Background: an optimization exercise with open tools, aiming at a short achievable clock period and few clock cycles per item. Do not read the settings as production practice.
Only simulation tests tie the RTL to the original design; equivalence was not proved.
The clock port is modelled as an ideal driver; clocking choices that lean on that would not hold on a real chip.
Power and IR drop assume default switching activity.

==> flow/design.v <==
`timescale 1ns/10ps
module dcache_top (
    input  logic        CLK,
    input  logic        nRST,
    input  logic        halt_i,
    input  logic        dp_ren_i,
    input  logic        dp_wen_i,
    input  logic [31:0] dp_addr_i,
    input  logic [31:0] dp_store_i,
    output logic        dp_hit_o,
    output logic [31:0] dp_load_o,
    output logic        dp_flushed_o,
    output logic        mem_ren_o,
    output logic        mem_wen_o,
    output logic [31:0] mem_addr_o,
    output logic [31:0] mem_store_o,
    input  logic        mem_dwait_i,
    input  logic [31:0] mem_load_i
);
    logic [25:0] tag_q [16];
    logic [31:0] d0_q  [16];
    logic [31:0] d1_q  [16];
    logic [15:0] val_q;
    logic [15:0] dty_q;
    logic [7:0]  mru_q;
    logic        hit_q;
    logic [31:0] load_q;
    logic        flushed_q;
    logic        mren_q;
    logic        mwen_q;
    logic [31:3] maddr_q;
    logic        m2_q;         
    logic [31:0] mstore_q;
    logic [25:0] ftag_q;       
    logic [3:0]  ff_q;         
    logic [31:0] wbd1_q;       
    logic [1:0]  arr_q;        
    logic [1:0]  wm_q;         
    logic        fl_q;         
    logic        halt_q;
    logic [3:0]  fsel_q;       
    logic        fany_q;       
    logic        rwait_q;      
    logic        uhit_q;
    logic        umiss_q;
    logic        a_wr_q;
    logic [2:0]  a_idx_q;
    logic        a_wd_q;
    logic        a_way_q;
    logic [31:0] a_store_q;
    assign dp_hit_o     = hit_q;
    assign dp_load_o    = load_q;
    assign dp_flushed_o = flushed_q;
    assign mem_ren_o    = mren_q;
    assign mem_wen_o    = mwen_q;
    assign mem_addr_o   = {maddr_q, m2_q, 2'b00};
    assign mem_store_o  = mstore_q;
    logic        req;
    logic [25:0] rtag;
    logic [2:0]  ridx;
    logic        rwd;
    logic [15:0] hitf;         
    logic [15:0] allow;        
    logic [7:0]  dec;
    logic        m1, hit, ghit;
    logic        mru_s;        
    logic        vdv;
    logic [25:0] vtag;
    logic [31:0] vd0;
    logic [31:0] vd1;
    logic        wway;
    logic [25:0] mem_free_tag;   
    logic [2:0]  sidx;         
    logic [25:0] t0s, t1s;
    logic [31:0] d00s, d01s, d10s, d11s;    
    logic        dv0s, dv1s;
    logic        eng_idle;
    logic        eng_free;     
    logic        lk, do_hit, do_miss;
    assign req  = dp_ren_i | dp_wen_i;
    assign rtag = dp_addr_i[31:6];
    assign ridx = dp_addr_i[5:3];
    assign rwd  = dp_addr_i[2];
    for (genvar f = 0; f < 16; f++) begin : g_hit
        assign hitf[f]  = val_q[f] && dec[f % 8] && (tag_q[f] == rtag);
        assign allow[f] = ~(~eng_idle && (ff_q == 4'(f)) && !dp_wen_i
                            && !(rwd ? (arr_q[1] | wm_q[1]) : (arr_q[0] | wm_q[0])));
    end
    for (genvar s = 0; s < 8; s++) begin : g_dec
        assign dec[s] = (ridx == 3'(s));
    end
    assign hit   = |hitf;
    assign ghit  = |(hitf & allow);
    assign m1    = |hitf[15:8];
    assign mru_s = mru_q[ridx];
    assign sidx  = halt_q ? fsel_q[2:0] : ridx;
    assign t0s   = tag_q[{1'b0, sidx}];
    assign t1s   = tag_q[{1'b1, sidx}];
    assign d00s  = d0_q[{1'b0, sidx}];
    assign d01s  = d0_q[{1'b1, sidx}];
    assign d10s  = d1_q[{1'b0, sidx}];
    assign d11s  = d1_q[{1'b1, sidx}];
    assign dv0s  = val_q[{1'b0, ridx}] & dty_q[{1'b0, ridx}];
    assign dv1s  = val_q[{1'b1, ridx}] & dty_q[{1'b1, ridx}];
    assign wway  = halt_q ? fsel_q[3] : ~mru_s;
    assign vdv   = mru_s ? dv0s : dv1s;
    assign vtag  = wway ? t1s : t0s;
    assign vd0   = wway ? d01s : d00s;
    assign vd1   = wway ? d11s : d10s;
    assign mem_free_tag = vdv ? vtag : rtag;
    assign eng_idle = ~(mren_q | mwen_q);
    assign eng_free = eng_idle | (mren_q & m2_q & ~mem_dwait_i);
    assign lk       = req & ~hit_q & ~rwait_q;
    assign do_hit   = lk & ghit;
    assign do_miss  = lk & ~hit & eng_free & ~(mren_q & (ff_q == {~mru_s, ridx}));
    logic        xdone;
    logic        arrive;       
    logic        rm_ans;       
    logic        wb1_done;
    logic [15:0] fdv;
    logic [3:0]  fsel;
    assign xdone    = (mren_q | mwen_q) & ~mem_dwait_i;
    assign arrive   = mren_q & ~mem_dwait_i;
    assign rm_ans   = rwait_q & arrive & (m2_q == a_wd_q);
    assign wb1_done = mwen_q & m2_q & ~mem_dwait_i;
    assign fdv = val_q & dty_q;
    always_comb begin
        fsel = 4'd0;
        for (int f = 15; f >= 0; f--) begin
            if (fdv[f]) fsel = 4'(f);
        end
    end
    always_ff @(posedge CLK, negedge nRST) begin
        if (!nRST) begin
            halt_q <= 1'b0;
            fany_q <= 1'b0;
            fsel_q <= 4'd0;
        end else begin
            halt_q <= halt_i;
            fany_q <= |fdv;
            fsel_q <= fsel;
        end
    end
    always_ff @(posedge CLK, negedge nRST) begin
        if (!nRST) begin
            mren_q    <= 1'b0;
            mwen_q    <= 1'b0;
            fl_q      <= 1'b0;
            arr_q     <= 2'b00;
            flushed_q <= 1'b0;
        end else begin
            if (eng_free) begin
                arr_q <= 2'b00;
            end else if (arrive) begin
                arr_q[m2_q] <= 1'b1;
            end
            if (halt_q && eng_idle) begin
                if (fany_q) begin
                    mwen_q <= 1'b1;
                    fl_q   <= 1'b1;
                end else begin
                    flushed_q <= 1'b1;
                end
            end else if (eng_free && !halt_q) begin
                mwen_q <= do_miss & vdv;
                mren_q <= do_miss & ~vdv;
            end else if (xdone && m2_q) begin
                if (mwen_q && fl_q) begin
                    mwen_q <= fany_q;
                end else if (mwen_q) begin
                    mwen_q <= 1'b0;
                    mren_q <= 1'b1;
                end else begin
                    mren_q <= 1'b0;
                end
            end
        end
    end
    always_ff @(posedge CLK, negedge nRST) begin
        if (!nRST) begin
            maddr_q  <= '0;
            m2_q     <= 1'b0;
            mstore_q <= '0;
        end else if (eng_free && !halt_q) begin
            maddr_q  <= {mem_free_tag, ridx};
            m2_q     <= 1'b0;
            mstore_q <= vd0;
        end else if ((eng_idle && halt_q) || (wb1_done && fl_q)) begin
            maddr_q  <= {vtag, fsel_q[2:0]};
            m2_q     <= 1'b0;
            mstore_q <= vd0;
        end else if (xdone) begin
            if (!m2_q) begin
                m2_q     <= 1'b1;
                mstore_q <= wbd1_q;
            end else if (mwen_q) begin
                m2_q    <= 1'b0;
                maddr_q <= {ftag_q, ff_q[2:0]};
            end
        end
    end
    always_ff @(posedge CLK) begin
        if (eng_free && !halt_q) begin
            ftag_q <= rtag;
            ff_q   <= {~mru_s, ridx};
            wbd1_q <= vd1;
        end else if ((eng_idle && halt_q) || (wb1_done && fl_q)) begin
            wbd1_q <= vd1;
        end
    end
    always_ff @(posedge CLK, negedge nRST) begin
        if (!nRST) begin
            hit_q   <= 1'b0;
            rwait_q <= 1'b0;
            uhit_q  <= 1'b0;
            umiss_q <= 1'b0;
        end else begin
            hit_q   <= do_hit | (do_miss & dp_wen_i) | rm_ans;
            uhit_q  <= do_hit;
            umiss_q <= do_miss;
            if (do_miss && !dp_wen_i) begin
                rwait_q <= 1'b1;
            end else if (rm_ans) begin
                rwait_q <= 1'b0;
            end
        end
    end
    always_ff @(posedge CLK) begin
        load_q <= rwait_q ? mem_load_i : (m1 ? (rwd ? d11s : d01s) : (rwd ? d10s : d00s));
        if (!hit_q && !rwait_q) begin
            a_wr_q    <= dp_wen_i;
            a_idx_q   <= ridx;
            a_wd_q    <= rwd;
            a_way_q   <= hit ? m1 : ~mru_s;
            a_store_q <= dp_store_i;
        end
    end
    logic [3:0] af;
    assign af = {a_way_q, a_idx_q};
    always_ff @(posedge CLK, negedge nRST) begin
        if (!nRST) begin
            val_q <= '0;
            dty_q <= '0;
            mru_q <= '0;
            wm_q  <= 2'b00;
        end else begin
            if (eng_free) begin
                wm_q <= 2'b00;
            end
            if (uhit_q || umiss_q) begin
                mru_q[a_idx_q] <= a_way_q;
                if (a_wr_q) begin
                    dty_q[af] <= 1'b1;
                    if (af == ff_q) begin
                        wm_q[a_wd_q] <= 1'b1;
                    end
                end
            end
            if (umiss_q) begin
                val_q[af] <= 1'b1;
                dty_q[af] <= a_wr_q;
            end
            if (halt_q && fany_q && (eng_idle || (wb1_done && fl_q))) begin
                dty_q[fsel_q] <= 1'b0;
            end
        end
    end
    for (genvar f = 0; f < 16; f++) begin : g_frame
        logic sel;
        logic fill;
        assign sel  = (af == 4'(f));
        assign fill = arrive && (ff_q == 4'(f));
        always_ff @(posedge CLK) begin
            if (umiss_q && sel) begin
                tag_q[f] <= ftag_q;
            end
            if (fill && !m2_q && !wm_q[0]) begin
                d0_q[f] <= mem_load_i;
            end
            if (fill && m2_q && !wm_q[1]) begin
                d1_q[f] <= mem_load_i;
            end
            if ((uhit_q || umiss_q) && a_wr_q && sel) begin
                if (a_wd_q) begin
                    d1_q[f] <= a_store_q;
                end else begin
                    d0_q[f] <= a_store_q;
                end
            end
        end
    end
endmodule
export LEC_CHECK = 0
export ABC_CLOCK_PERIOD_IN_PS = 1500
export CAP_MARGIN = 20
export CORE_MARGIN = 2
export CORE_UTILIZATION = 35
export PLACE_DENSITY = 0.55
export SETUP_SLACK_MARGIN = 4.2
export SLEW_MARGIN = 20
export TNS_END_PERCENT = 100
create_clock -name core_clock -period 7.0 [get_ports {CLK}]
standard.sh (not shown) runs the stock make flow with config.mk's settings and CLKGATE_MAP_FILE= SYNTH_SCRIPT=/design/flow/synth_recipe.tcl, a recipe that flattens the netlist after the stock synthesis.
==> flow/flow/run.sh <==
#!/bin/bash
# The standard layout, with three changes to how it is made:
#  - the resizer may swap a cell for one of another footprint (MATCH_CELL_FOOTPRINT=0), so it can
#    size gates and flip-flops up while repairing timing;
#  - the buffer that every input and output port gets is a buf_4 rather than the delay cell that
#    buffer_ports picks by default;
#  - after CTS, post_cts.tcl runs two more setup-repair passes and legalizes the placement again.
# Synthesis, floorplan, power grid, placement, CTS and routing are otherwise the standard ones.
# make's full output goes to standard.log in this folder; ORFS's per-step logs stay under orfs/logs.
set -euo pipefail
here=$(pwd)
bash standard.sh MATCH_CELL_FOOTPRINT=0 "BUFFER_PORTS_ARGS=-buffer_cell sky130_fd_sc_hd__buf_4" \
  "POST_CTS_TCL=$here/flow/post_cts.tcl" finish > standard.log 2>&1
==> flow/flow/post_cts.tcl <==
# Sourced by ORFS's cts.tcl (POST_CTS hook), after its own repair_timing and detailed placement:
# two more setup-repair passes with the same margin, then legalize the placement again.
estimate_parasitics -placement
for {set i 0} {$i < 2} {incr i} {
  repair_timing -setup -setup_margin $::env(SETUP_SLACK_MARGIN) -repair_tns 100 -verbose
}
detailed_placement
check_placement -verbose
estimate_parasitics -placement
report_wns
Testbench counts at the start, summed over its fixed seeds: cycles 19,690, requests 4,800.
Rerun with:
--- a/flow/config.mk
+++ b/flow/config.mk
@@ -9,6 +9,6 @@
 export CAP_MARGIN = 20
 export CORE_MARGIN = 2
-export CORE_UTILIZATION = 35
-export PLACE_DENSITY = 0.55
+export CORE_UTILIZATION = 40
+export PLACE_DENSITY = 0.6
 export SETUP_SLACK_MARGIN = 4.2
 export SLEW_MARGIN = 20
Wire length shrinks by 3.4%.
First-iteration DRC count grows by 7.7%.
Die area shrinks by 12%.
Power barely changes.
Synthesized cell count is unchanged.
Combinational power is about the same.
Worst hold slack improved by 24 ps.
Non-clock buffer count shrinks by 19.
Count of clock-buffer cells in the layout shrinks by 19.

-- afterwards: timing with drivers on the ports --
The results above use ideal ports. As a check the final layouts listed here were re-extracted and re-timed, cells and wires unchanged. Step 1: set_driving_cell puts a clkbuf_16 on CLK and a buf_2 on each other input, an assumption about the parent block. Step 2 times the ports against the registers' clock, not the clock port: input delays grow and output delays shrink by t, the midpoint of the rising clock arrivals with the driver on. Three values: no drivers, after step 1, after step 2; two values: the first two.
run | shift t [ns] | slack for setup (ns) | worst setup path at the end | worst slew at a driven data input, ns | pins driven straight from the clock port
the first run | 0.943 | 3.734 / 3.682 / 2.739 | input to register | 0.26 | 1
the second run | 0.969 | 3.731 / 3.685 / 2.716 | input to register | 0.25 | 1
After both steps every run listed still meets setup and hold. The setup slack of the second run, which loses most, moves by -0.046 ns with the drivers and by -1.015 ns with both steps.
